Background: an optimization exercise with open tools, aiming at small area and a short achievable clock period. Do not read the settings as production practice. Where RTL was checked, it was by simulation tests only, not by an equivalence proof against the original. Only the layout flow was run in runs 1 and 4 to 7; the RTL was not checked for function there. No activity file was given, so power comes from the tool's default toggle rates.

**design/flow/constraint.sdc**
```tcl
create_clock -name core_clock -period 13.0 [get_ports {clk}]
set_input_delay 2.6000 -clock core_clock [delete_from_list [all_inputs] [get_ports {clk}]]
set_output_delay 2.6000 -clock core_clock [all_outputs]
set_load 0.01 [all_outputs]
```
**design/flow/flow/run.sh**
```bash
#!/bin/bash
# Standard synthesis, then the standard layout with a tighter setup-repair target (the
# constraints and clock period are unchanged) and a clock tree without dummy loads.
set -euo pipefail
bash standard.sh synth > synth.log 2>&1
bash standard.sh \
  SETUP_SLACK_MARGIN=8.9 \
  CTS_ARGS="-sink_clustering_enable -repair_clock_nets -dont_use_dummy_load -sink_clustering_size 30 -buf_list {sky130_fd_sc_hd__clkbuf_4 sky130_fd_sc_hd__clkbuf_8}" \
  finish > layout.log 2>&1
```
**design/flow/config.mk**
```make
export PLATFORM = sky130hd
export DESIGN_NAME = lif_tdm_scheduler
export DESIGN_NICKNAME = lif_tdm_scheduler
export VERILOG_FILES = /design/flow/design.v
export SDC_FILE = /design/flow/constraint.sdc
export NUM_CORES = 4
export LEC_CHECK = 0
export CAP_MARGIN = 20
export CORE_MARGIN = 2
export CORE_UTILIZATION = 40
export PLACE_DENSITY = 0.5
export SLEW_MARGIN = 20
```
**design/flow/standard.sh**
```bash
#!/bin/bash
# synth_recipe.tcl (not shown) runs the flow's synth.tcl, then flattens the netlist and writes it again
# the make line also repeats each setting of config.mk as NAME=value (left out here)
make -C /OpenROAD-flow-scripts/flow DESIGN_CONFIG=/design/flow/config.mk WORK_HOME=/design/flow/orfs CLKGATE_MAP_FILE= SYNTH_SCRIPT=/design/flow/synth_recipe.tcl "${@:-finish}"
```
**design/flow/design.v**
```verilog
module lif_add #(
    parameter int W = 16
) (
    input  logic [W-1:0] a,
    input  logic [W-1:0] b,
    input  logic         cin,
    output logic [W-1:0] s
);
    logic [W-1:0] p0;
    logic [W-1:0] g [0:$clog2(W)];
    logic [W-1:0] p [0:$clog2(W)];
    always_comb begin
        p0   = a ^ b;
        g[0] = a & b;
        p[0] = p0;
        g[0][0] = (a[0] & b[0]) | (p0[0] & cin);
        for (int l = 0; l < $clog2(W); l++) begin
            for (int i = 0; i < W; i++) begin
                if (i >= (1 << l)) begin
                    g[l+1][i] = g[l][i] | (p[l][i] & g[l][i-(1<<l)]);
                    p[l+1][i] = p[l][i] & p[l][i-(1<<l)];
                end else begin
                    g[l+1][i] = g[l][i];
                    p[l+1][i] = p[l][i];
                end
            end
        end
        s[0] = p0[0] ^ cin;
        for (int i = 1; i < W; i++)
            s[i] = p0[i] ^ g[$clog2(W)][i-1];
    end
endmodule
module lif_sat17 (
    input  logic [16:0] x,
    output logic [15:0] y
);
    assign y = (x[16:15] == 2'b01) ? 16'h7fff : (x[16:15] == 2'b10) ? 16'h8000 : x[15:0];
endmodule
module lif_leak (
    input  logic [15:0] v,
    output logic [15:0] l
);
    logic [27:0] t1, t2, t3, cs_s, cs_c, m;
    logic [27:0] ve;
    always_comb begin
        ve = {{12{v[15]}}, v};
        t1 = (ve << 12);
        t2 = ~(ve << 7);
        t3 = ~(ve << 5);
        cs_s = t1 ^ t2 ^ t3;
        cs_c = (((t1 & t2) | (t1 & t3) | (t2 & t3)) << 1) | 28'd1;
    end
    logic [27:0] t4, cs2_s, cs2_c;
    always_comb begin
        t4 = ~(ve << 2);
        cs2_s = cs_s ^ cs_c ^ t4;
        cs2_c = (((cs_s & cs_c) | (cs_s & t4) | (cs_c & t4)) << 1) | 28'd1;
    end
    lif_add #(.W(28)) u_add (.a(cs2_s), .b(cs2_c), .cin(1'b1), .s(m));
    assign l = (v == 16'h7fff || v == 16'h7ffe) ? v : m[27:12];
endmodule
module lif_update_core (
    input  logic signed [15:0] lh,
    input  logic               lbig,     
    input  logic               rz,       
    input  logic [16:0]        s,        
    input  logic signed [15:0] h,
    input  logic signed [15:0] pd,
    input  logic               hit,
    output logic               fire,
    output logic [16:0]        s_v,      
    output logic signed [15:0] h_add     
);
    logic [16:0] s_hp;
    lif_add #(.W(17)) u_hp (.a({h[15], h}), .b({pd[15], pd}), .cin(1'b0), .s(s_hp));
    logic ovp, ovn;
    assign ovp = (s_hp[16:15] == 2'b01);
    assign ovn = (s_hp[16:15] == 2'b10);
    lif_sat17 u_sat_hp (.x(s_hp), .y(h_add));
    logic [17:0] s3;
    lif_add #(.W(18)) u_s3 (.a({s[16], s}), .b({{2{pd[15]}}, pd}), .cin(1'b0), .s(s3));
    logic [16:0] s_sp, s_sn;
    lif_add #(.W(17)) u_sp (.a({1'b0, ~lh[15], lh[14:0]}), .b(17'h1ffff), .cin(1'b0), .s(s_sp));
    assign s_sn = {1'b1, ~lh[15], lh[14:0]};
    logic fire_h, fire_p;
    assign fire_h = !s[16] && (s[15:12] != 4'd0);
    assign fire_p = ovp ? lbig : ovn ? 1'b0 : (!s3[17] && (s3[16:12] != 5'd0));
    assign fire   = rz && (hit ? fire_p : fire_h);
    assign s_v = !hit ? s : ovp ? s_sp : ovn ? s_sn : s3[16:0];
endmodule
module lif_tdm_scheduler #(
    parameter int N_NEURONS = 32,
    parameter int IDX_W     = $clog2(N_NEURONS)
) (
    input  logic                clk,
    input  logic                rst_n,
    input  logic                tick_in,
    input  logic                i_wr_en,
    input  logic [IDX_W-1:0]    i_wr_idx,
    input  logic signed [15:0]  i_wr_data,
    output logic                busy,
    output logic                done,
    output logic                tick_overrun,
    output logic                spk_valid,
    output logic [IDX_W-1:0]    spk_idx,
    input  logic                spk_ready
);
    localparam int N = N_NEURONS;
    localparam logic [IDX_W-1:0] LAST_IDX = N - 1;
    logic [IDX_W-1:0]   idx;           
    logic               swept;         
    logic signed [15:0] lh;
    logic               rz, r1, lbig;
    logic signed [15:0] l1;
    logic               rz1, r11;
    logic [16:0]        s;
    logic signed [15:0] h;
    logic               pv;            
    logic [IDX_W-1:0]   pidx;
    logic [N-1:0]       psel;          
    logic signed [15:0] pd;
    logic               phit, phit1, phit2;   
    logic               pfwd;          
    logic signed [15:0] h1;            
    logic               h1w;           
    logic signed [15:0] h1_eff, h1_add;
    logic [16:0]        s_h1;
    logic               wv;            
    logic [IDX_W-1:0]   widx;
    logic signed [15:0] wd;
    logic               cq;            
    logic [16:0]        ring_wb;
    logic [1:0]         ring_wc;       
    logic [15:0]        ring   [N-2];
    logic signed [15:0] acc    [N];
    logic [N-1:0]       acc_ok, acc_ok_n;
    logic               fire, stall, commit, last;
    logic [16:0]        s_v;
    logic signed [15:0] h_add;
    assign last = (idx == LAST_IDX);
    lif_update_core u_core (
        .lh    (lh),
        .lbig  (lbig),
        .rz    (rz),
        .s     (s),
        .h     (h),
        .pd    (pd),
        .hit   (phit),
        .fire  (fire),
        .s_v   (s_v),
        .h_add (h_add)
    );
    assign stall  = fire && spk_valid && !spk_ready;
    assign commit = busy && !stall;
    always_ff @(posedge clk or negedge rst_n) begin
        if (!rst_n) begin
            busy         <= 1'b0;
            done         <= 1'b0;
            tick_overrun <= 1'b0;
            spk_valid    <= 1'b0;
            spk_idx      <= '0;
            idx          <= '0;
            swept        <= 1'b0;
            cq           <= 1'b0;
        end else begin
            done <= 1'b0;
            cq   <= commit;
            if (tick_in && (busy || done))
                tick_overrun <= 1'b1;
            if (spk_valid && spk_ready)
                spk_valid <= 1'b0;
            if (!busy && !done && tick_in)
                busy <= 1'b1;
            if (commit) begin
                idx <= idx + 1'b1;
                if (fire) begin
                    spk_valid <= 1'b1;
                    spk_idx   <= idx;
                end
                if (last) begin
                    busy  <= 1'b0;
                    done  <= 1'b1;
                    swept <= 1'b1;
                end
            end
        end
    end
    logic [IDX_W-1:0]   idx1, idx2, idx3;
    logic signed [15:0] a_p, a_2, a_pf, a_2f, acc_add;
    logic [16:0]        s_ap;
    assign idx1 = idx + 1'b1;
    assign idx2 = idx + 2'd2;
    assign idx3 = idx + 2'd3;
    always_comb begin
        a_p = '0;
        for (int k = 0; k < N; k++)
            a_p = a_p | (psel[k] ? acc[k] : 16'sd0);
    end
    always_comb begin
        a_2 = '0;
        for (int k = 0; k < N; k++)
            a_2 = a_2 | ((idx2 == k && acc_ok[k]) ? acc[k] : 16'sd0);
    end
    assign a_pf = a_p | (pfwd ? wd : 16'sd0);    
    assign a_2f = (wv && widx == idx2) ? wd : a_2;
    assign h1_eff = h1w ? wd : h1;
    lif_add #(.W(17)) u_h1 (.a({h1_eff[15], h1_eff}), .b({pd[15], pd}), .cin(1'b0), .s(s_h1));
    lif_sat17 u_sat_h1 (.x(s_h1), .y(h1_add));
    lif_add #(.W(17)) u_ap (.a({a_pf[15], a_pf}), .b({pd[15], pd}), .cin(1'b0), .s(s_ap));
    lif_sat17 u_sat_ap (.x(s_ap), .y(acc_add));
    logic [15:0]        nx;
    logic               nx_ok, nx_code, nx_r1;
    logic signed [15:0] lh_n, h_n;
    logic [16:0]        s_n;
    logic               e0, e1, e2, e3, fwd_n;
    assign nx_ok   = swept || (idx >= LAST_IDX - 1'b1);
    assign nx      = cq ? ring[1] : ring[0];
    assign nx_code = nx_ok && (nx == 16'h7fff || nx == 16'h7ffe);
    assign nx_r1   = nx_ok && (nx == 16'h7fff);
    assign lh_n    = l1;
    assign h_n     = phit1 ? h1_add : h1_eff;
    logic [16:0] sa, sp1;
    logic [17:0] sb_s, sb_c, sb;
    logic        ovp1, ovn1;
    lif_add #(.W(17)) u_sa (.a({lh_n[15], lh_n}), .b({h1_eff[15], h1_eff}), .cin(1'b0), .s(sa));
    assign sb_s = {{2{lh_n[15]}}, lh_n} ^ {{2{h1_eff[15]}}, h1_eff} ^ {{2{pd[15]}}, pd};
    assign sb_c = (({{2{lh_n[15]}}, lh_n} & {{2{h1_eff[15]}}, h1_eff}) |
                   ({{2{lh_n[15]}}, lh_n} & {{2{pd[15]}}, pd}) |
                   ({{2{h1_eff[15]}}, h1_eff} & {{2{pd[15]}}, pd})) << 1;
    lif_add #(.W(18)) u_sb (.a(sb_s), .b(sb_c), .cin(1'b0), .s(sb));
    lif_add #(.W(17)) u_sp1 (.a({1'b0, ~lh_n[15], lh_n[14:0]}), .b(17'h1ffff), .cin(1'b0), .s(sp1));
    assign ovp1 = (s_h1[16:15] == 2'b01);
    assign ovn1 = (s_h1[16:15] == 2'b10);
    assign s_n  = !phit1 ? sa : ovp1 ? sp1 : ovn1 ? {1'b1, ~lh_n[15], lh_n[14:0]} : sb[16:0];
    assign e0 = i_wr_en && (i_wr_idx == idx);
    assign e1 = i_wr_en && (i_wr_idx == idx1);
    assign e2 = i_wr_en && (i_wr_idx == idx2);
    assign e3 = i_wr_en && (i_wr_idx == idx3);
    assign fwd_n = pv && !phit && (i_wr_idx == pidx);
    always_ff @(posedge clk or negedge rst_n) begin
        if (!rst_n) begin
            lh    <= '0;
            rz    <= 1'b1;
            lbig  <= 1'b1;
            s     <= '0;
            r1    <= 1'b0;
            l1    <= '0;
            rz1   <= 1'b1;
            r11   <= 1'b0;
            h     <= '0;
            pv    <= 1'b0;
            phit  <= 1'b0;
            phit1 <= 1'b0;
            wv    <= 1'b0;
            pfwd  <= 1'b0;
            h1    <= '0;
            h1w   <= 1'b0;
            phit2 <= 1'b0;
        end else begin
            pfwd  <= i_wr_en && fwd_n;
            phit2 <= commit ? e3 : e2;
            h1w   <= commit ? phit2 : phit1;
            h1    <= commit ? a_2f : h1_eff;
            pv    <= i_wr_en;
            phit  <= commit ? e1 : e0;
            phit1 <= commit ? e2 : e1;
            wv    <= pv && !phit;
            if (commit) begin
                lh   <= lh_n;
                lbig <= (lh_n >= -16'sd28671);
                rz   <= rz1;
                r1   <= r11;
                l1   <= (nx_ok && !nx_code) ? nx : 16'sd0;
                rz1  <= !nx_code;
                r11  <= nx_r1;
                h    <= h_n;
                s    <= s_n;
            end else if (phit) begin
                h    <= h_add;
                s    <= s_v;
            end
        end
    end
    always_ff @(posedge clk) begin
        pidx <= i_wr_idx;
        pd   <= i_wr_data;
        for (int k = 0; k < N; k++)
            psel[k] <= (i_wr_idx == k) && !fwd_n && acc_ok_n[k];
        widx <= pidx;
        wd   <= acc_add;
    end
    logic [15:0] ring_v, ring_l;
    assign ring_v = (ring_wc == 2'd1) ? 16'h7fff :
                    (ring_wc == 2'd2) ? 16'h0000 :
                    (ring_wc == 2'd3) ? 16'h7ffe :
                    (ring_wb[16:15] == 2'b10) ? 16'h8000 : ring_wb[15:0];
    lif_leak u_leak (.v(ring[N-3]), .l(ring_l));
    always_ff @(posedge clk) begin
        ring_wb <= s_v;
        ring_wc <= !rz ? (r1 ? 2'd2 : 2'd1) : fire ? 2'd3 : 2'd0;
        if (cq) begin
            for (int k = 0; k < N - 4; k++)
                ring[k] <= ring[k+1];
            ring[N-4] <= ring_l;
            ring[N-3] <= ring_v;
        end
    end
    always_ff @(posedge clk) begin
        for (int k = 0; k < N; k++)
            if (wv && widx == k)
                acc[k] <= wd;
    end
    always_comb begin
        for (int k = 0; k < N; k++)
            acc_ok_n[k] = (idx != k) && ((wv && widx == k) || acc_ok[k]);
    end
    always_ff @(posedge clk or negedge rst_n) begin
        if (!rst_n)
            acc_ok <= '0;
        else
            acc_ok <= acc_ok_n;
    end
endmodule
```
==> metrics.md, run 1 <==
| Metric | Value |
|---|---|
| Status | complete, no violations |
| WP data required | 13.60 ns |
| Drt total wl | 201000 um |
| Sw Ratio | 38.0% |
| H-tree levels | 4 |
| Sequential share of the synthesized area | 65.9% |
| Unrepaired setup endpoints after global routing | true |
| Critical path, cell by cell | buf_6, fa_1, fa_1, ha_4, or2_4, a21o_1, a21o_1, o41a_1, a221oi_2, o21ai_2, o41ai_4, o21ai_2, nand2_1, or3b_4 |
| Clk Latency, worst-skew pair | 0.95 ns |
| Cells after synthesis | 3920 |
| Core Box Area | 132000 um^2 |
| Main synth FF type | edfxtp_1 |
| Footprint of the multi-input gates | 18400 um^2 |
| Static leakage | 22.4 nW |
| Fraction of registers with async set/reset | 11.5% |
| Crit Path Category | register to register |
| Cts hold-fix bufs | 0 |
| Wire length of the first global-routing pass | 277000 um |
| Final Skew | 0.0956 ns |
| Vias in the first global route | 36300 |
| Met1 Track Usage GR | 42.5% |
| Power Density | 268 nW/um^2 |
| Busiest layer in global routing | met1 |
| Share of layout cells above drive strength 1 | 17.9% |
| Fill cells | 11700 |
| Power share of the sequential group | 39.8% |
| Wirelength per Cell | 33.8 um |
| FF+latch count, synth | 1226 |
| Layout net count | 4406 |
| Placer Congestion | 0.929 |
| Internal power | 10.2 mW |
| Max Freq | 240 MHz |
| Worst-path clk slew | 0.06 ns |
| Area growth syn-to-layout | 15.5% |
| CP Buf/Inv Count | 1 |
| DRT Pass-1 Iters | 9 |
| # setup viols final | 0 |
| Ports | 35 |
| Critical-path top delay cell | fa_1 |
| Final period utilization | 32.1% |
| Post-Layout Cell Count | 5942 |
| Fin Setup TNS | 0 ns |
| M3 GR Usage | 11.1% |
| Placed cells | 5619 |
| Post-Syn Nets | 4142 |
| Synthesized area | 53200 um^2 |
| Sequential Area | 35100 um^2 |
| Worst slew pin tran | 1.26 ns |
| Number of I/O port buffers | 34 |
| Netlist cell types | 87 |
| Yosys warnings | 15 |
| Detail Route Antenna Nets | 0 |
| Vias per inst | 6.49 |
| Switching component of the power | 6.27 mW |
| Worst-path fanout max | 3 |
| CP endpoint kind | register |
| Setup Slack @ Placement | 6.33 ns |
| Crit path arrival time | 4.77 ns |
| Max-cap violations | 0 |
| Hold WS | 0.365 ns |
| Post-layout min period | 4.17 ns |
| DRT iter0 DRCs | 6283 |
| Mean post-synth cell area | 13.6 um^2 |
| Hold crit path type | register to register |
| Vias | 38600 |
| Dpl hpwl | 116000 um |
| Final Worst Setup Slack | 8.83 ns |
| Peak supply drop | 0.251 mV |
| Clock buffer depth | 3 |
| Num CTS Buffers | 204 |
| Final hold viol count | 0 |
| Largest net degree at the start of global routing | 183 |
| Max-slew violation count | 0 |
| Starting density of the core | 40.4% |
| Critical R2R Launch | ring[29][1] |
| Post-Place Cell Area | 56100 um^2 |
| GR Util All Layers | 28.9% |
| Initial antenna violation count | 8 |
| Clk pwr share | 16.9% |
| Global route total overflow | 0 |
| Worst setup path startpoint | ring[29][1] |
| FP Rows | 133 |
| Clk sinks | 1226 |
| Met2 Track Usage GR | 37.6% |
| CP peak stage delay | 0.55 ns |
| Worst Hold Launch | pidx[3] |
| Die W | 369 um |
| Combinational share of power | 43.3% |
| Post-synth EDFFs | 976 |
| Relative slew margins | 16.0% |
| Family with the most delay on the worst path | compound AO/OA/AOI/OAI gates |
| CP Launch Type | register |
| Detailed-route DRC error count | 0 |
| Chip Height | 369 um |
| Die area | 136000 um^2 |
| TritonCTS clock tree | done |
| Post-route cell area | 61400 um^2 |
| Root buffer cell | clkbuf_8 |
[placed cells by master (no fill, tap or decap), types with 92 or more instances in the layout]
master    synthesis  layout
a22oi_1         192     192
dfrtp_1         138     132
o21ai_0         135     110
buf_4             0     176
inv_1           102      92
a21oi_1         174     143
ha_1            150     127
clkbuf_8          0     204
a221oi_1        148     141
edfxtp_1        976     976
nor2_1          223     189
a22o_1          143     143
nand2_1         267     256
[metal layers]
metal / wire length (um) / up-vias
li1: - / 15800
met1: 83900 / 19200
met2: 77500 / 2970
met3: 29600 / 654
met4: 9670 / 0
met5: 0 / -
[state kept, by name, summed over array words and instances, names as in the netlist, 2 cells and up]
| register | flops |
|---|---|
| wd | 16 |
| acc_ok | 32 |
| lh | 16 |
| acc | 512 |
| psel | 32 |
| widx | 5 |
| ring_wb | 17 |
| spk_idx | 5 |
| pd | 16 |
| h1 | 16 |
| pidx | 5 |
| s | 17 |
| idx | 5 |
| ring | 480 |
| h | 16 |
| ring_wc | 2 |
| l1 | 16 |
[worst register-to-register path: stages, from the launching register on]
cell and delay [ns]:
edfxtp_1 0.45, buf_6 0.17, fa_1 0.55, fa_1 0.45, ha_4 0.23, or2_4 0.23
a21o_1 0.15, a21o_1 0.17, o41a_1 0.15, a221oi_2 0.35, o21ai_2 0.12, o41ai_4 0.28
o21ai_2 0.13, nand2_1 0.08, or3b_4 0.39
[timing repair]
| action | 4_1_cts | 5_1_grt |
|---|---|---|
| setup buffers | 57 | 47 |
| pin swaps | 61 | 53 |
| gates resized for setup | 240 | 145 |
| cloned | 8 | 0 |
| endpoints found under the setup margin | 147 | 127 |
[power by group through the flow]
stage,logic [mW],registers [mW],clock network (mW)
finish,7.13,6.57,2.79
global placement,6.01,6.63,0
global route,7.76,6.68,3.01
CTS,6.67,6.57,2.85
detailed placement,6.00,6.65,0
floorplan,3.93,6.78,0
[layout make-up]
cell class,instances,share of cell area [%]
sequential,1226,57.2
antenna,5,0.0204
multi-input combinational,2388,29.9
timing repair inverter,2,0.0285
tap,1755,3.58
clock buffer,204,4.57
inverter,105,0.668
timing repair buffer,257,4.02
[cells in the mapped netlist (10+ instances only)]
master	count	share of area, %
a222oi_1	29	0.55
nor3b_1	17	0.24
clkbuf_1	185	1.3
buf_2	15	0.14
a22o_1	143	2.4
mux2_2	23	0.49
a21oi_1	174	1.6
a211oi_1	21	0.30
ha_1	150	3.5
nor2_1	223	1.6
nor2b_1	31	0.36
o22a_1	10	0.16
and3_1	41	0.48
or3_1	26	0.31
dfxtp_1	109	4.1
a21o_1	54	0.76
a22oi_1	192	2.7
o21ai_1	12	0.11
nand3_1	51	0.48
nand4_1	87	1.0
o21bai_1	13	0.18
nand2_1	267	1.9
or2_2	10	0.12
a31oi_1	19	0.22
o21ai_0	135	1.3
o211ai_1	25	0.35
nand2b_1	36	0.42
nor3_1	57	0.54
a221oi_1	148	2.4
o22ai_1	11	0.13
inv_1	102	0.72
edfxtp_1	976	55
o31ai_1	23	0.32
xnor2_1	75	1.2
nor4_1	12	0.14
dfrtp_1	138	6.5
mux2i_1	33	0.62
fa_1	46	1.7
xor2_1	52	0.86
[per-stage QoR]
step | util (%) | power, mW
finish | 46.6 | 16.5
global placement | 42.6 | 12.6
floorplan | - | 10.7
global route | 46.6 | 17.5
detailed placement | 42.6 | 12.6
CTS | 45.8 | 16.1
[cells by family after synthesis]
| family | after synthesis | share of synthesized area [%] |
|---|---|---|
| buffers and inverters | 307 | 2.20 |
| multiplexers | 57 | 1.13 |
| AO/OA/AOI/OAI | 1113 | 15.3 |
| AND/OR/NAND/NOR | 890 | 8.06 |
| XOR/XNOR | 127 | 2.09 |
| flip-flops | 1226 | 65.9 |
| adder cells (fa/ha/maj) | 200 | 5.34 |
[final timing paths]
| kind | slack [ns] | endpoint | cells past startpoint |
|---|---|---|---|
| max | 8.83 | ring[28][15] | 14 |
| min | 0.36 | widx[3] | 0 |
| max in group asynchronous | 10.09 | cq | 2 |
| min reg2reg | 0.36 | widx[3] | 0 |
| max reg2reg | 8.83 | ring[28][15] | 14 |
| min in group asynchronous | 1.55 | h1[6] | 1 |
==> run 2, diff against run 1 <==
--- a/design/flow/design.v
+++ b/design/flow/design.v
@@ -57,7 +57,7 @@
         cs2_c = (((cs_s & cs_c) | (cs_s & t4) | (cs_c & t4)) << 1) | 28'd1;
     end
     lif_add #(.W(28)) u_add (.a(cs2_s), .b(cs2_c), .cin(1'b1), .s(m));
-    assign l = (v == 16'h7fff || v == 16'h7ffe) ? v : m[27:12];
+    assign l = m[27:12];
 endmodule
 module lif_update_core (
     input  logic signed [15:0] lh,
@@ -215,8 +215,8 @@
     logic               e0, e1, e2, e3, fwd_n;
     assign nx_ok   = swept || (idx >= LAST_IDX - 1'b1);
     assign nx      = cq ? ring[1] : ring[0];
-    assign nx_code = nx_ok && (nx == 16'h7fff || nx == 16'h7ffe);
-    assign nx_r1   = nx_ok && (nx == 16'h7fff);
+    assign nx_code = nx_ok && (nx == 16'd31455 || nx == 16'd31454);
+    assign nx_r1   = nx_ok && (nx == 16'd31455);
     assign lh_n    = l1;
     assign h_n     = phit1 ? h1_add : h1_eff;
     logic [16:0] sa, sp1;
--- a/design/flow/flow/run.sh
+++ b/design/flow/flow/run.sh
@@ -4,6 +4,6 @@
 set -euo pipefail
 bash standard.sh synth > synth.log 2>&1
 bash standard.sh \
-  SETUP_SLACK_MARGIN=8.9 \
+  SETUP_SLACK_MARGIN=9.0 \
   CTS_ARGS="-sink_clustering_enable -repair_clock_nets -dont_use_dummy_load -sink_clustering_size 30 -buf_list {sky130_fd_sc_hd__clkbuf_4 sky130_fd_sc_hd__clkbuf_8}" \
   finish > layout.log 2>&1
==> run 2 against run 1 <==
  * Still clean on timing, DRC and antenna
  * Die area grew 0.18%
  * Clock power shrank 2%
  * Final area about the same
  * Largest cell class unchanged
  * Largest power group unchanged
==> metrics.md, run 2 <==
| Metric | Value |
|---|---|
| Starting density of the core | 40.4% |
| Worst Hold Launch | pidx[0] |
| Area growth syn-to-layout | 15.3% |
| Synth top area share | 55.0% |
| Max-cap violations | 0 |
| Setup Slack @ Placement | 7.28 ns |
| Cells after synthesis | 3877 |
| Crit Path Category | register to register |
| Sequential share of the synthesized area | 65.7% |
| Wire length of the first global-routing pass | 275000 um |
| Internal power | 9.96 mW |
| R2R depth | 16 |
| CP peak stage delay | 0.49 ns |
| Final period utilization | 31.2% |
| Wirelength per Cell | 34.3 um |
| Total power | 16.0 mW |
| Yosys warnings | 15 |
| WP data required | 13.69 ns |
| Final hold viol count | 0 |
| Placed cells | 5575 |
| Max reg flops | 512 |
| Status | complete, no violations |
| Number of I/O port buffers | 34 |
| Hold WS | 0.360 ns |
| Power Density | 261 nW/um^2 |
| Drt total wl | 202000 um |
| Cts hold-fix bufs | 0 |
| Ports | 35 |
| Commonest non-fill, non-tap cells in the layout | edfxtp_1, a22oi_1, clkbuf_8 |
| Sequential Area | 35100 um^2 |
| Top post-synthesis cells by area | edfxtp_1, dfrtp_1, dfxtp_1, a22oi_1, ha_1 |
| TritonCTS clock tree | done |
| Core Box Area | 132000 um^2 |
| R2R Setup Slk | 8.95 ns |
| Largest net degree at the start of global routing | 84 |
| Hold crit path type | register to register |
| Max-slew violation count | 0 |
| Worst setup path startpoint | h1w |
| Share of layout cells above drive strength 1 | 18.3% |
| CP Launch Type | register |
| Mean post-synth cell area | 13.7 um^2 |
| Count leader, synth | edfxtp_1 |
| Worst slew pin tran | 1.25 ns |
| Hold Crit Depth | 0 |
| Root buffer cell | clkbuf_8 |
| Detail Route Antenna Nets | 0 |
| Combinational share of power | 42.5% |
| Chip Height | 369 um |
| Sw Ratio | 37.9% |
| Main synth FF type | edfxtp_1 |
| Post-layout min period | 4.05 ns |
| Worst-path clk slew | 0.06 ns |
| Fin Setup TNS | 0 ns |
| Final Skew | 0.119 ns |
| DRT iter0 DRCs | 6581 |
| Final Worst Setup Slack | 8.95 ns |
| Static leakage | 22.2 nW |
| Layout net count | 4359 |
| Vias in the first global route | 36100 |
| # setup viols final | 0 |
| Footprint of the multi-input gates | 18300 um^2 |
| Post-Syn Nets | 4099 |
| Reg with most FFs | acc |
| Commonest non-fill, non-tap cell in the layout | edfxtp_1 |
| Family with the most delay on the worst path | compound AO/OA/AOI/OAI gates |
| Switching component of the power | 6.06 mW |
| Peak supply drop | 0.356 mV |
| Vias per inst | 6.57 |
| Critical R2R Launch | h1w |
| CP Buf/Inv Count | 4 |
| Vias | 38700 |
| Unrepaired setup endpoints after global routing | true |
| Synth area leader | edfxtp_1 |
| Worst Hold End | widx[0] |
| Most frequent cells after synthesis | edfxtp_1, a22oi_1, nand2_1 |
| R2R Path End | s[16] |
| FF+latch count, synth | 1226 |
| Fraction of registers with async set/reset | 11.5% |
| CP endpoint kind | register |
| Top Registers | acc: 512 flops, ring: 480 flops |
| Post-Layout Cell Count | 5893 |
| Dpl hpwl | 118000 um |
| Max Freq | 247 MHz |
| Global route total overflow | 0 |
| FP Rows | 133 |
| Worst-path fanout max | 5 |
| DRT Pass-1 Iters | 9 |
| Num CTS Buffers | 202 |
| Clock buffer depth | 3 |
| Initial antenna violation count | 10 |
| Relative slew margins | 16.5% |
| Die area | 136000 um^2 |
| Detailed-route DRC error count | 0 |
| Placer Congestion | 0.953 |
| Clk Latency, worst-skew pair | 0.92 ns |
| Synthesized area | 53300 um^2 |
| Critical-path top delay cell | fa_1 |
| Post-synth EDFFs | 976 |
| Crit path arrival time | 4.75 ns |
| Netlist cell types | 86 |
| GR Util All Layers | 28.7% |
| H-tree levels | 4 |
| Power share of the sequential group | 40.5% |
| Clk pwr share | 17.0% |
| Die W | 369 um |
| Fill cells | 11700 |
| Clk sinks | 1226 |
| Critical path, cell by cell | buf_12, buf_4, mux2i_4, inv_2, fa_1, ha_4, nand3_1, o211ai_1, buf_4, o211ai_1, a31oi_2, a21o_1, a21oi_2, xnor2_2, o311a_1, mux2_4 |
## run 2: cell count changes after synthesis, moves of 19 or more
cell      change
nand2_1      -64
a22oi_1      +60
a22o_1       -47
a221oi_1     -43
nor2_1       -33
a21oi_1      -27
nand3_1      +25
and4_1       +21
o21a_1       +21
mux2_2       +19
## run 2: layer usage
layer	routed length, um	track usage [%]
met1	83500	41.6
met2	77000	37.0
met3	31300	12.3
met4	10000	12.2
met5	125	0.321
## run 2: power groups by stage
| stage | clock (mW) | combinational (mW) | sequential (mW) |
|---|---|---|---|
| 2_1_floorplan | 0 | 3.70 | 6.62 |
| 3_3_place_gp | 0 | 5.71 | 6.54 |
| 3_5_place_dp | 0 | 5.73 | 6.57 |
| 4_1_cts | 2.79 | 6.16 | 6.49 |
| 5_1_grt | 2.95 | 7.35 | 6.60 |
| 6_report | 2.73 | 6.80 | 6.48 |
## run 2: area by class of cell
| cell class | count | area share [%] |
|---|---|---|
| flip-flops and latches | 1226 | 57.2 |
| multi-input cells | 2332 | 29.8 |
| clock buffers | 202 | 4.53 |
| repair buffers | 266 | 4.23 |
| well taps | 1755 | 3.57 |
| inverters | 109 | 0.707 |
| diodes | 3 | 0.0122 |
## run 2: per-stage QoR
step           cell area (um^2)  util [%]
2_1_floorplan             53300         -
5_1_grt                   61400      46.6
3_5_place_dp              56200      42.7
6_report                  61400      46.6
4_1_cts                   59900      45.5
3_3_place_gp              56200      42.6
## run 2: worst max-delay path by stage
stage	slack [ns]	end	cells past startpoint
6_report	8.95	s[16]	16
5_1_grt	8.88	s[16]	16
4_1_cts	8.92	spk_idx[2]	1
3_5_place_dp	7.28	swept	8
3_3_place_gp	7.35	swept	8
2_1_floorplan	7.77	l1[7]	9
## run 2: what timing repair did
action | CTS | global route
setup endpoints to repair | 413 | 212
gates resized for setup | 193 | 173
setup buffers | 31 | 71
cloned | 4 | 4
hold endpoints to repair | 0 | 0
pin swaps | 18 | 51
## run 2: logic make-up (layout without fill, tap and decap cells)
group	Yosys count	count (layout)	synth area share, %
other	0	3	0
adders and majority gates	201	201	5.35
buffers and inverters	320	577	2.31
AOI/OAI and AO/OA	1084	1084	15.0
DFF	1226	1226	65.7
xor gates and xnor gates	122	122	2.04
and+or+nand+nor	843	844	7.96
muxes	81	81	1.62
## run 2: worst register-to-register path, delay by kind of cell (launching register included)
kind                       cells  cell delay, ns
AOI/OAI and AO/OA              6            1.20
xor gates and xnor gates       1            0.15
adders and majority gates      2            0.80
buffers and inverters          4            0.73
DFF                            1            0.47
muxes                          2            0.44
and+or+nand+nor                1            0.09
==> run 3, diff against run 2 <==
--- a/design/flow/flow/run.sh
+++ b/design/flow/flow/run.sh
@@ -4,6 +4,6 @@
 set -euo pipefail
 bash standard.sh synth > synth.log 2>&1
 bash standard.sh \
-  SETUP_SLACK_MARGIN=9.0 \
+  SETUP_SLACK_MARGIN=8.9 \
   CTS_ARGS="-sink_clustering_enable -repair_clock_nets -dont_use_dummy_load -sink_clustering_size 30 -buf_list {sky130_fd_sc_hd__clkbuf_4 sky130_fd_sc_hd__clkbuf_8}" \
   finish > layout.log 2>&1
==> run 3 against run 2 <==
  * Still clean
  * Combinational power shrank 8.8%
  * Fmax shrank 1.3%
  * Count of clock-buffer cells in the layout is the same
  * Sequential share of layout area grew 1.1 points
  * Synthesized cell count is the same
  * Wire length shrank 2.0%
  * Via count shrank 1.5%
  * Sequential power is essentially flat
==> metrics.md, run 3 <==
| Metric | Value |
|---|---|
| Power Density | 256 nW/um^2 |
| Crit Path Category | register to register |
| Vias per inst | 6.55 |
| Final period utilization | 31.6% |
| CP Launch Type | register |
| Critical path, cell by cell | inv_1, ha_2, inv_1, nor2_1, and4_2, a32oi_1, nand4_1, nor2_1, nand4_1, o22ai_1, o21ai_0 |
| Post-Syn Nets | 4099 |
| Max reg flops | 512 |
| Largest net degree at the start of global routing | 83 |
| H-tree levels | 4 |
| Synth area leader | edfxtp_1 |
| Post-layout min period | 4.11 ns |
| Clk sinks | 1226 |
| Final Skew | 0.0985 ns |
| Worst-path clk slew | 0.06 ns |
| R2R depth | 11 |
| Clock buffer depth | 3 |
| Drt total wl | 198000 um |
| Crit path arrival time | 4.86 ns |
| Post-synth EDFFs | 976 |
| FF+latch count, synth | 1226 |
| Starting density of the core | 40.4% |
| Top post-synthesis cells by area | edfxtp_1, dfrtp_1, dfxtp_1, a22oi_1, ha_1 |
| CP peak stage delay | 1.00 ns |
| Netlist cell types | 86 |
| Cells after synthesis | 3877 |
| Fraction of registers with async set/reset | 11.5% |
| Root buffer cell | clkbuf_8 |
| Post-Layout Cell Count | 5822 |
| WP data required | 13.75 ns |
| Layout net count | 4287 |
| Synth top area share | 55.0% |
| Worst-path fanout max | 16 |
| Count leader, synth | edfxtp_1 |
| Synthesized area | 53300 um^2 |
| Area growth syn-to-layout | 13.1% |
| Reg with most FFs | acc |
| Final hold viol count | 0 |
| Main synth FF type | edfxtp_1 |
| # setup viols final | 0 |
| Initial antenna violation count | 11 |
| Num CTS Buffers | 202 |
| Unrepaired setup endpoints after global routing | true |
| Sequential share of the synthesized area | 65.7% |
| Commonest non-fill, non-tap cells in the layout | edfxtp_1, a22oi_1, clkbuf_8 |
| Vias | 38100 |
| Core Box Area | 132000 um^2 |
| Hold crit path type | register to register |
| DRT Pass-1 Iters | 13 |
| GR Util All Layers | 28.6% |
| Number of I/O port buffers | 34 |
| Relative slew margins | 13.5% |
| Fin Setup TNS | 0 ns |
| Static leakage | 21.7 nW |
| Max Freq | 244 MHz |
| Hold Crit Depth | 0 |
| Max-slew violation count | 0 |
| Mean post-synth cell area | 13.7 um^2 |
| Most frequent cells after synthesis | edfxtp_1, a22oi_1, nand2_1 |
| TritonCTS clock tree | done |
| Fill cells | 11800 |
| Commonest non-fill, non-tap cell in the layout | edfxtp_1 |
| Placed cells | 5574 |
| Vias in the first global route | 36100 |
| DRT iter0 DRCs | 6884 |
| Ports | 35 |
| Status | complete, no violations |
| Worst slew pin tran | 1.30 ns |
| Wirelength per Cell | 34.0 um |
| Peak supply drop | 0.235 mV |
| FP Rows | 133 |
| Yosys warnings | 15 |
| Share of layout cells above drive strength 1 | 15.7% |
| Chip Height | 369 um |
| Detail Route Antenna Nets | 0 |
| Top Registers | acc: 512 flops, ring: 480 flops |
| Critical-path top delay cell | and4_2 |
| Placer Congestion | 0.937 |
| Global route total overflow | 0 |
| Detailed-route DRC error count | 0 |
| Die area | 136000 um^2 |
| CP endpoint kind | register |
| Dpl hpwl | 121000 um |
| Wire length of the first global-routing pass | 274000 um |
| Die W | 369 um |
| Max-cap violations | 0 |
| Clk Latency, worst-skew pair | 0.92 ns |
==> run 3: cell counts after synthesis <==
No cell type changed its count.
==> run 3: final cells by class <==
class                      instances  area, um^2  share of cell area, %
multi-input combinational       2332       17800                   29.6
tap                             1755        2200                   3.64
sequential                      1226       35100                   58.3
antenna                            4        10.0                 0.0166
timing repair buffer             194        1890                   3.14
clock buffer                     202        2780                   4.61
inverter                         109         425                  0.706
==> run 3: power by group <==
part / total, mW / internal, mW / switching [mW]
Combinational: 6.20 / 2.24 / 3.96
Sequential: 6.51 / 5.99 / 0.519
Clock: 2.74 / 1.36 / 1.38
Total: 15.5 / 9.59 / 5.86
==> run 3: repair_timing <==
item / in CTS / in global routing
cloned: 0 / 1
hold buffers: 0 / 0
gates resized for setup: 130 / 99
setup endpoints to repair: 153 / 104
pin swaps: 15 / 23
buffers inserted: 20 / 21
==> run 3: kinds of logic (layout without fill, tap and decap cells) <==
kind of cell | count (synthesis) | count (layout) | synth area share (%)
AO/OA/AOI/OAI | 1084 | 1085 | 15.0
XOR/XNOR | 122 | 122 | 2.04
adder cells (fa/ha/maj) | 201 | 201 | 5.35
buffers and inverters | 320 | 505 | 2.31
flip-flops | 1226 | 1226 | 65.7
multiplexers | 81 | 81 | 1.62
other | 0 | 4 | 0
AND/OR/NAND/NOR | 843 | 843 | 7.96
==> run 3: final timing paths <==
| kind | end | from | slack (ns) |
|---|---|---|---|
| worst max-delay path | h1[15] | idx[1] | 8.89 |
| worst min-delay path | ring[23][10] | ring[24][10] | 0.35 |
| worst max register to register | h1[15] | idx[1] | 8.89 |
| worst min register to register | ring[23][10] | ring[24][10] | 0.35 |
| max in group asynchronous | cq | rst_n | 9.36 |
| min in group asynchronous | spk_idx[4] | rst_n | 1.63 |
==> run 3: through the flow <==
step / util [%] / setup slack, ns / power [mW] / hold slack [ns] / cell area (um^2)
after floorplan: - / 7.77 / 10.3 / 0.349 / 53300
after global placement: 42.6 / 7.46 / 12.3 / 0.351 / 56100
after detailed placement: 42.8 / 7.53 / 12.3 / 0.357 / 56400
after CTS: 45.3 / 8.83 / 15.3 / 0.343 / 59700
after global routing: 45.7 / 8.85 / 16.4 / 0.364 / 60300
final: 45.7 / 8.89 / 15.5 / 0.354 / 60300
==> run 3: critical path: cells and delay by family (launching register included) <==
kind / cells / cell delay [ns]
AND/OR/NAND/NOR: 5 / 1.81
AO/OA/AOI/OAI: 3 / 0.67
adder cells (fa/ha/maj): 1 / 0.55
flip-flops: 1 / 0.51
buffers and inverters: 2 / 0.45
==> run 3: per-layer routing <==
metal | GRT usage (%) | share of wire, %
met4 | 14.1 | 6.4
met3 | 11.9 | 15
met5 | 0.392 | 0.091
met1 | 39.5 | 40
met2 | 38.1 | 39
==> run 4, diff against run 3 <==
--- a/design/flow/design.v
+++ b/design/flow/design.v
@@ -237,6 +237,11 @@
     assign e2 = i_wr_en && (i_wr_idx == idx2);
     assign e3 = i_wr_en && (i_wr_idx == idx3);
     assign fwd_n = pv && !phit && (i_wr_idx == pidx);
+    logic [N-1:0] wsel_n;
+    always_comb begin
+        for (int k = 0; k < N; k++)
+            wsel_n[k] = pv && !phit && (pidx == k);
+    end
     always_ff @(posedge clk or negedge rst_n) begin
         if (!rst_n) begin
             lh    <= '0;
@@ -285,7 +290,7 @@
         pidx <= i_wr_idx;
         pd   <= i_wr_data;
         for (int k = 0; k < N; k++)
-            psel[k] <= (i_wr_idx == k) && !fwd_n && acc_ok_n[k];
+            psel[k] <= (i_wr_idx == k) && !wsel_n[k] && acc_ok_n[k];
         widx <= pidx;
         wd   <= acc_add;
     end
==> run 4 against run 3 <==
  * Largest power group is now combinational cells
  * Combinational power up 13%
  * Sequential power barely moved
  * Synthesized cell count is 0.10% higher
  * Non-clock buffer count grew 45
  * Critical path depth rose by 4
  * Critical path type unchanged
  * Flip-flop and latch count unchanged
  * Register-to-register slack worse by 0.05 ns
  * Clock power hardly changed
  * Sequential share of layout area fell by 1.3 points
  * Die area grew 1.0%
  * Area after synthesis up 1.0%
  * Still clean on timing, DRC and antenna
==> metrics.md, run 4 <==
| Metric | Value |
|---|---|
| Final Skew | 0.0961 ns |
| Max-cap violations | 0 |
| Critical R2R Launch | h1w |
| Number of I/O port buffers | 34 |
| R2R depth | 15 |
| Worst Hold Launch | ring[22][11] |
| Max reg flops | 512 |
| Peak supply drop | 0.272 mV |
| Worst setup path startpoint | h1w |
| Wire length of the first global-routing pass | 273000 um |
| Core Box Area | 133000 um^2 |
| FP Rows | 134 |
| Yosys warnings | 15 |
| Worst-path fanout max | 6 |
| TritonCTS clock tree | done |
| Sequential share of the synthesized area | 65.1% |
| # setup viols final | 0 |
| Post-synth EDFFs | 976 |
| Synth area leader | edfxtp_1 |
| H-tree levels | 4 |
| Static leakage | 22.2 nW |
| R2R Setup Slk | 8.84 ns |
| Netlist cell types | 105 |
| Fraction of registers with async set/reset | 11.5% |
| Vias | 38200 |
| GR Util All Layers | 28.2% |
| CP endpoint kind | register |
| Hold Crit Depth | 0 |
| Chip Height | 371 um |
| Clk Latency, worst-skew pair | 0.94 ns |
| CP Launch Type | register |
| Vias per inst | 6.49 |
| Status | complete, no violations |
| Die W | 371 um |
| FF+latch count, synth | 1226 |
| Ports | 35 |
| Post-layout min period | 4.16 ns |
| Synth top area share | 54.5% |
| Worst slew pin tran | 1.21 ns |
| Vias in the first global route | 36300 |
| Crit path arrival time | 4.92 ns |
| Post-Syn Nets | 4103 |
| DRT Pass-1 Iters | 8 |
| Hold WS | 0.369 ns |
| Layout net count | 4337 |
| Crit Path Category | register to register |
| Cells after synthesis | 3881 |
| Detail Route Antenna Nets | 0 |
| Drt total wl | 197000 um |
| Count leader, synth | edfxtp_1 |
| Mean post-synth cell area | 13.9 um^2 |
| Relative slew margins | 18.2% |
| Wirelength per Cell | 33.5 um |
| Top post-synthesis cells by area | edfxtp_1, dfrtp_1, dfxtp_1, ha_1, a22oi_1 |
| Placer Congestion | 0.911 |
| Die area | 137000 um^2 |
| Fin Setup TNS | 0 ns |
| Detailed-route DRC error count | 0 |
| Final hold viol count | 0 |
| Hold crit path type | register to register |
| Final period utilization | 32.0% |
| Initial antenna violation count | 13 |
| Dpl hpwl | 115000 um |
| Commonest non-fill, non-tap cell in the layout | edfxtp_1 |
| Max-slew violation count | 0 |
| Global route total overflow | 0 |
| Power Density | 263 nW/um^2 |
| Area growth syn-to-layout | 14.4% |
| Unrepaired setup endpoints after global routing | true |
| Starting density of the core | 40.3% |
| Largest net degree at the start of global routing | 85 |
| Worst-path clk slew | 0.05 ns |
| Share of layout cells above drive strength 1 | 17.2% |
| Clk sinks | 1226 |
| WP data required | 13.77 ns |
| Main synth FF type | edfxtp_1 |
| Top Registers | acc: 512 flops, ring: 480 flops |
| Num CTS Buffers | 201 |
| Synthesized area | 53800 um^2 |
| Clock buffer depth | 3 |
| Most frequent cells after synthesis | edfxtp_1, a22oi_1, clkbuf_1 |
| Reg with most FFs | acc |
| Cts hold-fix bufs | 0 |
| DRT iter0 DRCs | 5545 |
| Root buffer cell | clkbuf_8 |
| Max Freq | 240 MHz |
| Commonest non-fill, non-tap cells in the layout | edfxtp_1, a22oi_1, clkbuf_8 |
[run 4: path summary, 6_finish.rpt]
path | to
worst max-delay path | s[14]
worst min-delay path | ring[21][11]
worst max register to register | s[14]
worst min register to register | ring[21][11]
max in group asynchronous | lh[3]
min in group asynchronous | acc_ok[18]
[run 4: critical path, stage by stage, from the launching register on]
cell and delay [ns]:
dfrtp_1 0.39, buf_12 0.16, buf_8 0.15, mux2_4 0.36, fa_1 0.57, ha_4 0.24, a21o_1 0.17, a31o_2 0.28
a2111o_1 0.36, and3_1 0.22, o21ai_2 0.16, nand2b_1 0.11, xnor2_2 0.18, a31oi_1 0.12, a32o_2 0.30, mux2_2 0.26
[run 4: report_power, final]
| group | internal, mW | leakage [nW] | total [mW] | switching, mW |
|---|---|---|---|---|
| registers | 5.99 | 12.1 | 6.48 | 0.492 |
| clock network | 1.35 | 1.45 | 2.74 | 1.39 |
| logic | 2.72 | 8.71 | 6.98 | 4.26 |
| total | 10.1 | 22.2 | 16.2 | 6.14 |
[run 4: area by class of cell]
| class | instances | area, um^2 |
|---|---|---|
| diodes | 8 | 20.0 |
| clock buffers | 201 | 2770 |
| fillers | 11900 | 71900 |
| inverters | 100 | 403 |
| multi-input cells | 2345 | 18700 |
| flip-flops and latches | 1226 | 35100 |
| well taps | 1768 | 2210 |
| repair buffers | 239 | 2340 |
| repair inverters | 2 | 32.5 |
[run 4: repair_timing]
item,in CTS,in global routing
endpoints found under the setup margin,207,259
gates resized for setup,183,150
pin swaps,26,46
endpoints found under the hold margin,0,0
setup buffers,52,39
cloned,9,3
[run 4: cells by family (layout without fill, tap and decap cells)]
group | count (synthesis) | after routing | synth area share [%]
flops | 1226 | 1226 | 65.1
compound gates | 1113 | 1118 | 15.5
simple gates | 792 | 795 | 7.44
buf+inv | 318 | 542 | 2.39
fa+ha+maj | 203 | 203 | 5.33
xor+xnor | 130 | 130 | 2.14
mux | 99 | 99 | 2.15
other cells | 0 | 8 | 0
[run 4: routing by layer]
layer  track usage (%)  vias up  wire [um]
met1              40.2    18900      81600
met2              37.0     2885      77100
li1                  -    15700          -
met5             0.699        -        221
met4              12.8       14       9870
met3              11.4      666      28400
[run 4: per-stage QoR]
| step | power, mW | util (%) | instances | setup slack (ns) | area, um^2 |
|---|---|---|---|---|---|
| floorplan | 10.7 | - | 3881 | 7.85 | 53800 |
| global placement | 12.6 | 42.3 | 5570 | 7.41 | 56500 |
| detailed placement | 12.6 | 42.4 | 5571 | 7.39 | 56500 |
| CTS | 15.8 | 45.3 | 5833 | 8.86 | 60400 |
| global route | 17.1 | 46.1 | 5884 | 8.71 | 61500 |
| finish | 16.2 | 46.1 | 5889 | 8.84 | 61600 |
==> run 5, diff against run 4 <==
--- a/design/flow/design.v
+++ b/design/flow/design.v
@@ -108,6 +108,7 @@
     localparam int N = N_NEURONS;
     localparam logic [IDX_W-1:0] LAST_IDX = N - 1;
     logic [IDX_W-1:0]   idx;           
+    logic [IDX_W-1:0]   idx2;          
     logic               swept;         
     logic signed [15:0] lh;
     logic               rz, r1, lbig;
@@ -160,6 +161,7 @@
             spk_valid    <= 1'b0;
             spk_idx      <= '0;
             idx          <= '0;
+            idx2         <= 5'd2;
             swept        <= 1'b0;
             cq           <= 1'b0;
         end else begin
@@ -172,7 +174,8 @@
             if (!busy && !done && tick_in)
                 busy <= 1'b1;
             if (commit) begin
-                idx <= idx + 1'b1;
+                idx  <= idx + 1'b1;
+                idx2 <= idx2 + 1'b1;
                 if (fire) begin
                     spk_valid <= 1'b1;
                     spk_idx   <= idx;
@@ -185,11 +188,10 @@
             end
         end
     end
-    logic [IDX_W-1:0]   idx1, idx2, idx3;
+    logic [IDX_W-1:0]   idx1, idx3;
     logic signed [15:0] a_p, a_2, a_pf, a_2f, acc_add;
     logic [16:0]        s_ap;
     assign idx1 = idx + 1'b1;
-    assign idx2 = idx + 2'd2;
     assign idx3 = idx + 2'd3;
     always_comb begin
         a_p = '0;
==> run 5 against run 4 <==
  * Critical endpoint is now wd[2]
  * Area after synthesis fell by 0.82%
  * Core utilization is 0.12 points lower
  * Sequential power up 3.7%
  * Final cell count fell by 1.3%
  * Sequential share of layout area up 0.61 points
  * Clock power is 2% higher
  * Highest routed layer unchanged
  * Worst setup slack got worse by 0.11 ns
==> metrics.md, run 5 <==
| Metric | Value |
|---|---|
| Wirelength per Cell | 34.8 um |
| Area growth syn-to-layout | 14.6% |
| Clk sinks | 1231 |
| Critical-path top delay cell | a221oi_2 |
| Sequential share of the synthesized area | 65.8% |
| Netlist cell types | 88 |
| Worst slew pin tran | 1.27 ns |
| Unrepaired setup endpoints after global routing | true |
| Max Freq | 235 MHz |
| Detailed-route DRC error count | 0 |
| Max reg flops | 512 |
| Post-Syn Nets | 4022 |
| Ports | 35 |
| Vias | 37600 |
| CP peak stage delay | 0.40 ns |
| Total power | 15.9 mW |
| Largest net degree at the start of global routing | 125 |
| Global route total overflow | 0 |
| H-tree levels | 4 |
| Cells after synthesis | 3796 |
| GR Util All Layers | 29.0% |
| Post-layout min period | 4.26 ns |
| Core Box Area | 133000 um^2 |
| Synth top area share | 54.9% |
| Max-cap violations | 0 |
| Uppermost layer routed | met5 |
| CP Launch Type | register |
| Starting density of the core | 40.1% |
| M1 WL | 83400 um |
| Fraction of registers with async set/reset | 11.9% |
| Num CTS Buffers | 204 |
| FF+latch count, synth | 1231 |
| Commonest non-fill, non-tap cell in the layout | edfxtp_1 |
| Number of I/O port buffers | 34 |
| Met2 Wirelength | 80700 um |
| Max-slew violation count | 0 |
| Clk Latency, worst-skew pair | 0.95 ns |
| Mean post-synth cell area | 14.1 um^2 |
| Dpl hpwl | 118000 um |
| Root buffer cell | clkbuf_8 |
| Vias per inst | 6.47 |
| Detail Route Antenna Nets | 0 |
| Family with the most delay on the worst path | compound AO/OA/AOI/OAI gates |
| CP Buf/Inv Count | 3 |
| Fill cells | 11800 |
| Initial antenna violation count | 8 |
| TritonCTS clock tree | done |
| Share of layout cells above drive strength 1 | 18.6% |
| Crit Path Category | register to register |
| Count leader, synth | edfxtp_1 |
| Final hold viol count | 0 |
| Synth area leader | edfxtp_1 |
| Critical R2R Launch | psel[19] |
| Drt total wl | 202000 um |
| # setup viols final | 0 |
| Power Density | 261 nW/um^2 |
| Main synth FF type | edfxtp_1 |
| Layout net count | 4271 |
| Cts hold-fix bufs | 0 |
| Commonest non-fill, non-tap cells in the layout | edfxtp_1, a22oi_1, clkbuf_8 |
| Most frequent cells after synthesis | edfxtp_1, a22oi_1, clkbuf_1 |
| Hold crit path type | register to register |
| Worst-path clk slew | 0.06 ns |
| Critical path, cell by cell | buf_4, a221oi_2, nand4_1, nor3_2, nand2_2, ha_4, a21o_1, a21oi_2, o21ai_2, a21oi_2, o21ai_1, buf_4, a211o_1, a21o_1, a21o_4, buf_12, mux2_4, a21oi_2 |
| Chip Height | 369 um |
| Vias in the first global route | 35900 |
| Top Registers | acc: 512 flops, ring: 480 flops |
| Worst Hold Launch | ring[27][2] |
| WP data required | 13.84 ns |
| DRT iter0 DRCs | 6168 |
| Reg with most FFs | acc |
| Peak supply drop | 0.225 mV |
| Worst-path fanout max | 17 |
| Static leakage | 22.2 nW |
| Die area | 136000 um^2 |
| Status | complete, no violations |
| Yosys warnings | 15 |
| Worst setup path startpoint | psel[19] |
| Post-synth EDFFs | 976 |
| Synthesized area | 53400 um^2 |
| Die W | 369 um |
| Top post-synthesis cells by area | edfxtp_1, dfrtp_1, a22oi_1, dfxtp_1, ha_1 |
| DRT Pass-1 Iters | 7 |
| Crit path arrival time | 5.11 ns |
| Placer Congestion | 0.912 |
| Relative slew margins | 15.4% |
| Most used cell, CP | a21oi_2 |
| Clock buffer depth | 3 |
| Final period utilization | 32.8% |
| FP Rows | 134 |
| Final Skew | 0.111 ns |
| CP endpoint kind | register |
| Fin Setup TNS | 0 ns |
| Wire length of the first global-routing pass | 276000 um |
| Met3 wire len | 27300 um |
run 5: metal layers:
layer / track usage, % / vias to the layer above
met3: 9.94 / 645
li1: - / 15400
met4: 14.0 / 2
met1: 41.4 / 18700
met5: 0 / -
met2: 39.0 / 2885
run 5: path summary, 6_finish.rpt:
path	slack [ns]	end	depth (start not counted)
worst max-delay path	8.74	wd[2]	18
worst min-delay path	0.32	ring[26][2]	0
worst max register to register	8.74	wd[2]	18
worst min register to register	0.32	ring[26][2]	0
max in group asynchronous	10.03	cq	2
min in group asynchronous	1.61	acc_ok[20]	1
run 5: logic make-up (layout without fill, tap and decap cells):
logic type	count (synthesis)	after routing	synth area share [%]
compound gates	1021	1022	14.1
xor+xnor	125	125	2.05
fa+ha+maj	203	203	5.39
buf+inv	311	555	2.28
flops	1231	1231	65.8
mux	150	151	3.04
other cells	0	4	0
simple gates	755	756	7.30
run 5: where the power goes:
| part | switching, mW | leakage, nW | internal [mW] |
|---|---|---|---|
| logic | 3.83 | 8.65 | 2.59 |
| registers | 0.672 | 12.1 | 6.05 |
| clock network | 1.42 | 1.47 | 1.37 |
| total | 5.92 | 22.2 | 10.0 |
run 5: cell type report:
class | instances | area, um^2 | area share [%]
well taps | 1768 | 2210 | 3.62
inverters | 103 | 417 | 0.681
flip-flops and latches | 1231 | 35200 | 57.6
repair buffers | 244 | 2400 | 3.93
multi-input cells | 2257 | 18000 | 29.5
repair inverters | 4 | 73.8 | 0.121
clock buffers | 204 | 2810 | 4.59
diodes | 4 | 10.0 | 0.0164
run 5: metrics by stage:
step	utilization [%]	instances	area [um^2]	setup slack [ns]	hold WS (ns)
after floorplan	-	3796	53500	7.86	0.329
after global placement	42.2	5483	56200	7.41	0.400
after detailed placement	42.3	5485	56200	7.38	0.405
after CTS	45.2	5754	60100	8.86	0.317
after global routing	46.0	5812	61200	8.66	0.321
final	46.0	5815	61200	8.74	0.315
run 5: what timing repair did:
item,CTS,global route
pin swaps,26,50
gates cloned,9,4
setup buffers,56,51
gates resized for setup,153,137
hold endpoints to repair,0,0
endpoints found under the setup margin,133,127
==> run 6, diff against run 5 <==
--- a/design/flow/flow/run.sh
+++ b/design/flow/flow/run.sh
@@ -4,6 +4,6 @@
 set -euo pipefail
 bash standard.sh synth > synth.log 2>&1
 bash standard.sh \
-  SETUP_SLACK_MARGIN=8.9 \
+  SETUP_SLACK_MARGIN=9.0 \
   CTS_ARGS="-sink_clustering_enable -repair_clock_nets -dont_use_dummy_load -sink_clustering_size 30 -buf_list {sky130_fd_sc_hd__clkbuf_4 sky130_fd_sc_hd__clkbuf_8}" \
   finish > layout.log 2>&1
==> run 6 against run 5 <==
  * Via count up 0.99%
  * Largest cell class unchanged
  * First-iteration DRC count up 6.4%
  * Final cell count up 0.34%
  * Power up 0.55%
  * Critical path depth up 2
  * Register-to-register slack better by 0.12 ns
  * Final area up 1.2%
  * Core utilization up 0.53 points
  * Global-route usage down 0.63 points
  * Flip-flop and latch count unchanged
  * Wire length down 2.0%
==> metrics.md, run 6 <==
| Metric | Value |
|---|---|
| Status | complete, no violations |
| Mean post-synth cell area | 14.1 um^2 |
| Post-route cell area | 61900 um^2 |
| Core Box Area | 133000 um^2 |
| Cells after synthesis | 3796 |
| Static leakage | 22.5 nW |
| Worst Hold Launch | ring[12][15] |
| Crit Path Category | register to register |
| Cts hold-fix bufs | 0 |
| Count leader, synth | edfxtp_1 |
| Unrepaired setup endpoints after global routing | true |
| Detail Route Antenna Nets | 0 |
| Commonest non-fill, non-tap cells in the layout | edfxtp_1, a22oi_1, clkbuf_8 |
| Netlist cell types | 88 |
| FF+latch count, synth | 1231 |
| Top Registers | acc: 512 flops, ring: 480 flops |
| Wire length of the first global-routing pass | 272000 um |
| Ports | 35 |
| Wirelength per Cell | 34.0 um |
| Chip Height | 369 um |
| Fraction of registers with async set/reset | 11.9% |
| Vias | 38000 |
| Share of layout cells above drive strength 1 | 19.6% |
| Clk sinks | 1231 |
| Max-slew violation count | 0 |
| Max-cap violations | 0 |
| Number of I/O port buffers | 34 |
| Post-synth EDFFs | 976 |
| Dpl hpwl | 112000 um |
| Relative slew margins | 15.1% |
| Yosys warnings | 15 |
| Detailed-route DRC error count | 0 |
| Hold WS | 0.364 ns |
| CP Launch Type | register |
| Synth top area share | 54.9% |
| Final period utilization | 31.9% |
| Power Density | 259 nW/um^2 |
| Clock buffer depth | 3 |
| Crit path arrival time | 4.89 ns |
| Reg with most FFs | acc |
| Post-layout min period | 4.14 ns |
| Hold crit path type | register to register |
| Synthesized area | 53400 um^2 |
| H-tree levels | 4 |
| Post-Layout Cell Count | 5835 |
| Num CTS Buffers | 207 |
| Synth area leader | edfxtp_1 |
| WP data required | 13.74 ns |
| Final Skew | 0.0933 ns |
| Starting density of the core | 40.1% |
| Root buffer cell | clkbuf_8 |
| Top post-synthesis cells by area | edfxtp_1, dfrtp_1, a22oi_1, dfxtp_1, ha_1 |
| Initial antenna violation count | 10 |
| Final hold viol count | 0 |
| Die W | 369 um |
| Area growth syn-to-layout | 15.9% |
| Sequential share of the synthesized area | 65.8% |
| Max Freq | 241 MHz |
| Worst setup path startpoint | h1w |
| Peak supply drop | 0.220 mV |
| Clk Latency, worst-skew pair | 0.93 ns |
| Worst slew pin tran | 1.27 ns |
| Largest net degree at the start of global routing | 188 |
| Global route total overflow | 0 |
| Main synth FF type | edfxtp_1 |
| Die area | 136000 um^2 |
| Placed cells | 5485 |
| DRT Pass-1 Iters | 10 |
| Max reg flops | 512 |
| Worst-path fanout max | 7 |
| GR Util All Layers | 28.4% |
| Post-Place Cell Area | 56200 um^2 |
| Placer Congestion | 0.884 |
| # setup viols final | 0 |
| Vias in the first global route | 35900 |
| Post-Syn Nets | 4022 |
| Layout net count | 4293 |
| TritonCTS clock tree | done |
| Vias per inst | 6.51 |
| Commonest non-fill, non-tap cell in the layout | edfxtp_1 |
| Critical R2R Launch | h1w |
| Worst-path clk slew | 0.06 ns |
| FP Rows | 134 |
| Drt total wl | 198000 um |
| Fin Setup TNS | 0 ns |
| Most frequent cells after synthesis | edfxtp_1, a22oi_1, clkbuf_1 |
| DRT iter0 DRCs | 6560 |
| CP endpoint kind | register |
run 6: worst max-delay path, cell delays in order (launching register included):
cell	delay [ns]
dfrtp_2	0.41
buf_12	0.13
buf_16	0.14
mux2i_4	0.26
inv_2	0.08
ha_4	0.16
inv_2	0.06
fa_2	0.21
nor2b_2	0.05
o31a_1	0.35
nand4b_1	0.21
buf_4	0.15
nand3_2	0.09
a311oi_4	0.38
o22a_4	0.25
o21ai_2	0.09
buf_6	0.17
buf_12	0.14
o21a_1	0.18
a22o_1	0.22
mux2_2	0.25
run 6: timing repair:
item / CTS / global route
pin swaps: 58 / 53
buffers inserted: 82 / 39
endpoints found under the setup margin: 148 / 133
gates cloned: 11 / 5
gates resized for setup: 259 / 130
run 6: power breakdown:
group | switching, mW | total (mW) | internal (mW) | leakage [nW]
Sequential | 0.574 | 6.61 | 6.04 | 12.1
Combinational | 3.90 | 6.61 | 2.70 | 8.97
Clock | 1.41 | 2.80 | 1.39 | 1.49
Total | 5.89 | 16.0 | 10.1 | 22.5
run 6: path summary, 6_finish.rpt:
path	to	slack (ns)	cells past startpoint
setup / recovery	s[15]	8.86	20
setup reg to reg	s[15]	8.86	20
hold / removal	ring[11][15]	0.36	0
min in group asynchronous	h[3]	1.66	1
max in group asynchronous	h1w	9.91	2
hold reg to reg	ring[11][15]	0.36	0
run 6: through the flow:
stage               util (%)  total power [mW]  worst slack, ns
floorplan                  -              10.5             7.86
global placement        42.2              12.3             7.27
detailed placement      42.2              12.3             7.20
CTS                     45.8              15.7             8.84
global route            46.5              16.9             8.72
finish                  46.5              16.0             8.86
run 6: cell type report:
type	count	area [um^2]
antenna	2	5.00
fill	11700	71100
timing repair buffer	268	2910
multi-input combinational	2256	18300
inverter	103	417
clock buffer	207	2850
sequential	1231	35200
tap	1768	2210
run 6: cell families (layout without fill, tap and decap cells):
kind of cell,Yosys count,after routing,synth area share [%]
buffers and inverters,311,578,2.28
multiplexers,150,151,3.04
adder cells (fa/ha/maj),203,203,5.39
AO/OA/AOI/OAI,1021,1022,14.1
AND/OR/NAND/NOR,755,755,7.30
other,0,2,0
XOR/XNOR,125,125,2.05
flip-flops,1231,1231,65.8
run 6: metal layers:
metal | vias up | GRT usage [%] | share of wire [%]
li1 | 15400 | - | -
met1 | 18800 | 41.3 | 42
met2 | 3000 | 37.0 | 39
met3 | 729 | 10.3 | 14
met4 | 8 | 13.6 | 5.4
met5 | - | 0 | 0.025
==> run 7, diff against run 6 <==
--- a/design/flow/design.v
+++ b/design/flow/design.v
@@ -239,11 +239,6 @@
     assign e2 = i_wr_en && (i_wr_idx == idx2);
     assign e3 = i_wr_en && (i_wr_idx == idx3);
     assign fwd_n = pv && !phit && (i_wr_idx == pidx);
-    logic [N-1:0] wsel_n;
-    always_comb begin
-        for (int k = 0; k < N; k++)
-            wsel_n[k] = pv && !phit && (pidx == k);
-    end
     always_ff @(posedge clk or negedge rst_n) begin
         if (!rst_n) begin
             lh    <= '0;
@@ -292,7 +287,7 @@
         pidx <= i_wr_idx;
         pd   <= i_wr_data;
         for (int k = 0; k < N; k++)
-            psel[k] <= (i_wr_idx == k) && !wsel_n[k] && acc_ok_n[k];
+            psel[k] <= (i_wr_idx == k) && !fwd_n && acc_ok_n[k];
         widx <= pidx;
         wd   <= acc_add;
     end
--- a/design/flow/flow/run.sh
+++ b/design/flow/flow/run.sh
@@ -4,6 +4,6 @@
 set -euo pipefail
 bash standard.sh synth > synth.log 2>&1
 bash standard.sh \
-  SETUP_SLACK_MARGIN=9.0 \
+  SETUP_SLACK_MARGIN=8.9 \
   CTS_ARGS="-sink_clustering_enable -repair_clock_nets -dont_use_dummy_load -sink_clustering_size 30 -buf_list {sky130_fd_sc_hd__clkbuf_4 sky130_fd_sc_hd__clkbuf_8}" \
   finish > layout.log 2>&1
==> run 7 against run 6 <==
  * Worst setup slack better by 0.031 ns
  * Flip-flop and latch count unchanged
  * Combinational power up 3%
  * Core utilization down 1.1 points
  * Non-clock buffer count down 77
  * Critical path type is now input port to register
  * Critical endpoint is now psel[1]
==> metrics.md, run 7 <==
| Metric | Value |
|---|---|
| Status | complete, no violations |
| Fraction of the mapped netlist area in adder cells | 5.45% |
| Post-synth EDFFs | 976 |
| Final period utilization | 31.6% |
| Post-Layout Cell Count | 5882 |
| Top post-synthesis cells by area | edfxtp_1, dfrtp_1, a22oi_1, dfxtp_1, ha_1 |
| Wire length of the first global-routing pass | 272000 um |
| Commonest non-fill, non-tap cells in the layout | edfxtp_1, a22oi_1, clkbuf_8 |
| Synth area leader | edfxtp_1 |
| Met2 Track Usage GR | 35.7% |
| Top Registers | acc: 512 flops, ring: 480 flops |
| Detailed-route DRC error count | 0 |
| Main synth FF type | edfxtp_1 |
| Mean post-synth cell area | 13.6 um^2 |
| Die area | 137000 um^2 |
| Mux contribution to synthesized area | 1.16% |
| Share of layout cells above drive strength 1 | 15.0% |
| Layout net count | 4340 |
| Root buffer cell | clkbuf_8 |
| Worst-path fanout max | 7 |
| Ports | 35 |
| Largest net degree at the start of global routing | 193 |
| CP peak stage delay | 0.72 ns |
| DRT iter0 DRCs | 7290 |
| Die W | 370 um |
| Met1 Track Usage GR | 40.6% |
| Area growth syn-to-layout | 12.9% |
| WP data required | 13.83 ns |
| Cts hold-fix bufs | 0 |
| Placer Congestion | 0.933 |
| GR Util All Layers | 28.1% |
| Clk sinks | 1231 |
| TritonCTS clock tree | done |
| Final Skew | 0.0972 ns |
| Initial antenna violation count | 7 |
| Vias in the first global route | 36000 |
| Crit Path Category | input port to register |
| Synth Area in XOR/XNOR | 2.10% |
| M3 GR Usage | 12.6% |
| CP Buf/Inv Count | 1 |
| Worst slew pin tran | 1.21 ns |
| Fraction of registers with async set/reset | 11.9% |
| Netlist cell types | 87 |
| Crit path arrival time | 4.94 ns |
| Busiest layer in global routing | met1 |
| Vias per inst | 6.53 |
| Drt total wl | 197000 um |
| Commonest non-fill, non-tap cell in the layout | edfxtp_1 |
| H-tree levels | 4 |
==> run 7: cell types whose count changed in the layout (fill, tap and decap cells not counted), sizes merged, moves of 16 or more <==
cell / before / now
buf: 239 / 163
mux2: 88 / 20
nand2: 135 / 191
nor2: 180 / 211
o21ai: 103 / 131
a22oi: 319 / 293
mux2i: 63 / 39
o22a: 33 / 10
a221oi: 78 / 96
a22o: 68 / 86
o31ai: 4 / 20
==> run 7: cells by family (layout without fill, tap and decap cells) <==
logic type / after synthesis / in the layout
flops: 1231 / 1231
compound gates: 1094 / 1094
simple gates: 885 / 885
buf+inv: 334 / 511
fa+ha+maj: 207 / 207
xor+xnor: 125 / 125
mux: 59 / 59
other cells: 0 / 2
==> run 7: layer usage <==
| metal | up-vias | part of all wire [%] |
|---|---|---|
| li1 | 15700 | - |
| met1 | 18900 | 42 |
| met2 | 3062 | 37 |
| met3 | 752 | 15 |
| met4 | 15 | 5.2 |
| met5 | - | 0.17 |
==> run 7: repair_timing <==
action,4_1_cts,5_1_grt
pin swaps,11,30
setup buffers,22,34
gates cloned,1,3
setup endpoints to repair,158,127
gates resized for setup,130,110
hold endpoints to repair,0,0
==> run 7: area by class of cell <==
class                           instances  area [um^2]
Fill cell                           12000        72700
Sequential cell                      1231        35200
Multi-Input combinational cell       2370        17900
Clock buffer                          205         2820
Tap cell                             1768         2210
Timing Repair Buffer                  191         1810
Inverter                              115          438
Antenna cell                            2         5.00
==> run 7: final timing paths <==
kind | startpoint | end | slack [ns] | cells after the start
hold reg to reg | pidx[2] | widx[2] | 0.35 | 0
setup reg to reg | h1w | s[12] | 9.00 | 14
hold / removal | pidx[2] | widx[2] | 0.35 | 0
max in group asynchronous | rst_n | cq | 9.40 | 3
min in group asynchronous | rst_n | pfwd | 1.62 | 1
setup / recovery | i_wr_idx[0] | psel[1] | 8.89 | 7
==> run 7: per-stage QoR <==
stage / cell area [um^2] / util, % / power [mW]
2_1_floorplan: 53600 / - / 10.9
3_3_place_gp: 56100 / 42.2 / 12.8
3_5_place_dp: 56200 / 42.2 / 12.9
4_1_cts: 59500 / 44.7 / 15.9
5_1_grt: 60400 / 45.4 / 17.2
6_report: 60400 / 45.4 / 16.1
==> run 7: power by group <==
part,switching [mW],internal [mW]
clock,1.39,1.37
sequential,0.553,6.02
combinational,4.19,2.62

Setup slack of run 7, layout unchanged: 8.888 ns with ideal ports, 8.928 ns with driving cells assumed (clock clkbuf_16, inputs buf_2), 7.963 ns with port delays also shifted by the 0.965 ns mid clock arrival.
